Background: an optimization exercise with open tools, aiming at small area and a short achievable clock period. Do not read the settings as production practice.
Function was checked by simulation only, so behaviour that the tests miss may differ from the original.
No activity file was given, so power comes from the tool's default toggle rates.

green:
## coeff_table_loader
module coeff_table_loader #(
  parameter int ADDR_W = 6,
  parameter int A_W    = 18,
  parameter int B_W    = 18,
  parameter int C_W    = 18
) (
  input  logic                     clk,
  input  logic                     rst,
  input  logic                     load_start,
  input  logic                     wr_valid,
  output logic                     wr_ready,
  input  logic [A_W+B_W+C_W-1:0]   wr_data,
  output logic                     load_busy,
  output logic                     table_valid,
  output logic                     load_err,
  input  logic                     rd_en,
  input  logic [ADDR_W-1:0]        rd_addr,
  output logic                     rd_valid,
  output logic [A_W-1:0]           a,
  output logic [B_W-1:0]           b,
  output logic [C_W-1:0]           c
);
  localparam int DEPTH = 2**ADDR_W;
  localparam int REC_W = A_W + B_W + C_W;
  logic               busy, chk;
  logic [ADDR_W-1:0]  wr_addr;
  logic [REC_W-1:0]   mem [DEPTH];
  logic               in_load;
  logic               rec_beat;
  logic               rd_hit;
  assign in_load  = busy && !chk;
  assign rec_beat = in_load && wr_valid && !load_start;
  assign rd_hit   = rd_en && table_valid;
  assign wr_ready  = busy;
  assign load_busy = busy;
  logic [REC_W-1:0] acc;
  logic [REC_W-1:0] acc_x;
  ...
Settings: LEC_CHECK=0, CAP_MARGIN=20, CORE_MARGIN=2, CORE_UTILIZATION=40, SLEW_MARGIN=20; clock period 4.0 ns.
run.sh (not shown) runs the stock make flow with config.mk's settings and CLKGATE_MAP_FILE= SYNTH_SCRIPT=/design/flow/synth_recipe.tcl, a recipe that flattens the netlist after the stock synthesis.
Inputs modified between green and blue:
--- a/flow/config.mk
+++ b/flow/config.mk
@@ -7,0 +8 @@
+export ABC_CLOCK_PERIOD_IN_PS = 2500
@@ -10 +11,4 @@
-export CORE_UTILIZATION = 40
+export CORE_UTILIZATION = 60
+export CTS_CLUSTER_DIAMETER = 100
+export CTS_CLUSTER_SIZE = 30
+export SETUP_SLACK_MARGIN = 1.6
Findings:
Higher worst setup slack goes to blue over green. Weighted congestion reported at the end of routability-driven placement of blue exceeds that of green by a few percent. The capture point of the critical path comes out b[5]$_DFFE_PP0P_ in one run and a[7]$_DFFE_PP0P_ in the other, namely in green and blue respectively. Cell area after layout, green and blue, higher one = green.


Another version of the RTL of coeff_table_loader (not shown whole).
Size in the first run: roughly 7,000 cells after synthesis, roughly 3,600 flip-flops, ~120 I/O pins, ~130,000 µm² of cells after synthesis.
==> flow/config.mk <==
export PLATFORM = sky130hd
export DESIGN_NAME = coeff_table_loader
export DESIGN_NICKNAME = coeff_table_loader
export VERILOG_FILES = /design/flow/design.v
export SDC_FILE = /design/flow/constraint.sdc
export NUM_CORES = 4
export LEC_CHECK = 0
export CAP_MARGIN = 20
export CORE_MARGIN = 2
export CORE_UTILIZATION = 60
export CTS_CLUSTER_DIAMETER = 100
export CTS_CLUSTER_SIZE = 28
export SETUP_SLACK_MARGIN = 1.7
export SLEW_MARGIN = 20
==> flow/constraint.sdc <==
create_clock -name core_clock -period 4.0 [get_ports {clk}]
set_input_delay 0.8000 -clock core_clock [delete_from_list [all_inputs] [get_ports {clk}]]
set_output_delay 0.8000 -clock core_clock [all_outputs]
set_load 0.01 [all_outputs]
The first run ran to the end with violations: antenna rules.
==> next run, changes <==
Settings changed: CTS_CLUSTER_DIAMETER 100 to 90, CTS_CLUSTER_SIZE 28 to 24.
Outcome: The new run finished clean; utilization rises by 0.37 points; clock-buffer cell count rises by 41; hold slack hardly moves; design area rises by 0.55%; cell count rises by 0.38%; power rises by 2.2%; setup slack got worse by 18 ps; combinational power barely changes; die area is unchanged; clock skew is about the same; sequential share of layout area falls by 0.39 points.
==> next run, changes <==
Settings changed: CORE_UTILIZATION 60 to 70.
Effect: The new run finished clean. Register-to-register slack barely changes. Final area fell slightly. Wire length shrinks by a few percent.


== quartz ==
The RTL this note starts from:
==> flow/design.v <==
module coeff_table_loader #(
  parameter int ADDR_W = 6,
  parameter int A_W    = 18,
  parameter int B_W    = 18,
  parameter int C_W    = 18
) (
  input  logic                     clk,
  input  logic                     rst,
  input  logic                     load_start,
  input  logic                     wr_valid,
  output logic                     wr_ready,
  input  logic [A_W+B_W+C_W-1:0]   wr_data,
  output logic                     load_busy,
  output logic                     table_valid,
  output logic                     load_err,
  input  logic                     rd_en,
  input  logic [ADDR_W-1:0]        rd_addr,
  output logic                     rd_valid,
  output logic [A_W-1:0]           a,
  output logic [B_W-1:0]           b,
  output logic [C_W-1:0]           c
);
  localparam int DEPTH = 2**ADDR_W;
  localparam int REC_W = A_W + B_W + C_W;
  logic               busy, ld, chk;
  logic [ADDR_W-1:0]  wr_addr;
  logic [REC_W-1:0]   mem [DEPTH];
  logic               in_load;
  logic               rec_beat;
  logic               rd_hit;
  assign in_load  = ld;
  assign rec_beat = in_load && wr_valid && !load_start;
  assign rd_hit   = rd_en && table_valid;
  assign wr_ready  = busy;
  assign load_busy = busy;
  logic [REC_W-1:0] acc;
  logic [REC_W-1:0] acc_x;
  logic             err_q;
  assign acc_x = acc ^ wr_data;
  always_ff @(posedge clk or posedge rst) begin
    if (rst) begin
      busy        <= 1'b0;
      ld          <= 1'b0;
      chk         <= 1'b0;
      wr_addr     <= '0;
      table_valid <= 1'b0;
      err_q       <= 1'b0;
    end else if (load_start) begin
      busy        <= 1'b1;
      ld          <= 1'b1;
      chk         <= 1'b0;
      wr_addr     <= '0;
      table_valid <= 1'b0;
      err_q       <= 1'b0;
    end else if (rec_beat) begin
      wr_addr     <= wr_addr + ADDR_W'(1);
      if (&wr_addr) begin
        ld  <= 1'b0;
        chk <= 1'b1;
      end
    end else if (chk && wr_valid) begin
      busy        <= 1'b0;
      chk         <= 1'b0;
      table_valid <= ~|acc_x;
      err_q       <= |acc_x;
    end
  end
  always_ff @(posedge clk) begin
    if (load_start)    acc <= '0;
    else if (rec_beat) acc <= acc_x;
  end
  assign load_err = err_q;
  always_ff @(posedge clk) begin
    if (rec_beat) begin
      mem[0] <= wr_data;
      for (int k = 1; k < DEPTH; k++) mem[k] <= mem[k-1];
    end
  end
  logic [DEPTH-1:0] rsel;
  logic [REC_W-1:0] rd_nxt;
  coeff_table_rdec #(.ADDR_W(ADDR_W)) u_rdec (.addr(rd_addr), .sel(rsel));
  logic [REC_W-1:0] or1 [DEPTH/4];
  logic [REC_W-1:0] or2 [DEPTH/16];
  always_comb begin
    for (int i = 0; i < DEPTH/4; i++) begin
      or1[i] = '0;
      for (int j = 0; j < 4; j++) or1[i] = or1[i] | (mem[4*i+j] & {REC_W{rsel[4*i+j]}});
    end
    for (int i = 0; i < DEPTH/16; i++) begin
      or2[i] = '0;
      for (int j = 0; j < 4; j++) or2[i] = or2[i] | or1[4*i+j];
    end
    rd_nxt = '0;
    for (int i = 0; i < DEPTH/16; i++) rd_nxt = rd_nxt | or2[i];
  end
  always_ff @(posedge clk or posedge rst) begin
    if (rst) begin
      rd_valid  <= 1'b0;
      {a, b, c} <= '0;
    end else begin
      rd_valid <= rd_hit;
      if (rd_hit) {a, b, c} <= rd_nxt;
    end
  end
endmodule
module coeff_table_rdec #(
  parameter int ADDR_W = 6
) (
  input  logic [ADDR_W-1:0]    addr,
  output logic [2**ADDR_W-1:0] sel
);
  for (genvar k = 0; k < 2**ADDR_W; k++) begin : g_sel
    assign sel[k] = (addr == ADDR_W'(2**ADDR_W-1-k));
  end
endmodule
Settings: LEC_CHECK=0, CAP_MARGIN=20, CORE_MARGIN=2, CORE_UTILIZATION=70, CTS_CLUSTER_DIAMETER=90, CTS_CLUSTER_SIZE=24, SETUP_SLACK_MARGIN=1.7, SLEW_MARGIN=20, SYNTH_HIERARCHICAL=1, SYNTH_MINIMUM_KEEP_SIZE=0; clock period 4.0 ns.
--- input diff quartz..zinc ---
--- a/flow/config.mk
+++ b/flow/config.mk
@@ -10 +10 @@
-export CORE_UTILIZATION = 70
+export CORE_UTILIZATION = 60
==> summary.txt <==
Looking at zinc and quartz, the power in the clock group is a wash.
A most congested layer reported by global routing of met1 is what zinc shows, while met2 belongs to quartz.
Of zinc and quartz, the lower worst setup slack after placement belongs to zinc.
a[11] as the startpoint of the most critical setup path was reported by zinc, and rd_addr[5] by quartz.
zinc falls short of quartz in wire length reported by the detailed router.
Of zinc and quartz, it is zinc that has the lower utilization.
From quartz to zinc the numbers moved as follows: non-clock buffer count saw a decrease, simple-gate share of the synthesized area saw little to no change, total of endpoints with negative setup slack in the final report saw little to no change, total power saw little to no change.

[port drivers added, routing unchanged]
How much do the figures lean on ideal ports? The routed layouts below were timed once more, with nothing changed but the port constraints.
Step 1 assumes that a clkbuf_16 drives the clock port and a buf_2 every other input.
Step 2 times the ports against the registers' clock, not the clock port: input delays grow and output delays shrink by t, the midpoint of the rising clock arrivals with the driver on.
Three values: no drivers, after step 1, after step 2; two values: the first two.
run | shift t [ns] | setup WS [ns] | worst setup path at the end | clock arrival spread, ns | slew at the worst register clock pin (ns)
green | 1.012 | 0.354 / 0.406 / -0.606 | input to register | 0.070 / 0.070 | 0.07 / 0.07
blue | 0.975 | 1.461 / 1.350 / 0.375 | input to register | 0.044 / 0.044 | 0.12 / 0.12
the first run of note 2 | 0.936 | 1.566 / 1.581 / 0.645 | input to register | 0.030 / 0.030 | 0.12 / 0.12
the second run of note 2 | 0.943 | 1.548 / 1.409 / 0.466 | input to register | 0.035 / 0.035 | 0.11 / 0.11
the third run of note 2 | 0.966 | 1.481 / 1.488 / 0.522 | input to register | 0.046 / 0.046 | 0.11 / 0.11
quartz | 0.968 | 1.492 / 1.446 / 0.478 | input to register | 0.053 / 0.054 | 0.11 / 0.11
zinc | 0.962 | 1.624 / 1.530 / 0.691 | input to register | 0.038 / 0.038 | 0.10 / 0.10
Met with ideal ports but missed after step 2: setup timing in green. For blue, which loses most, drivers alone change the setup slack by -0.111 ns; drivers and shift together by -1.086 ns.
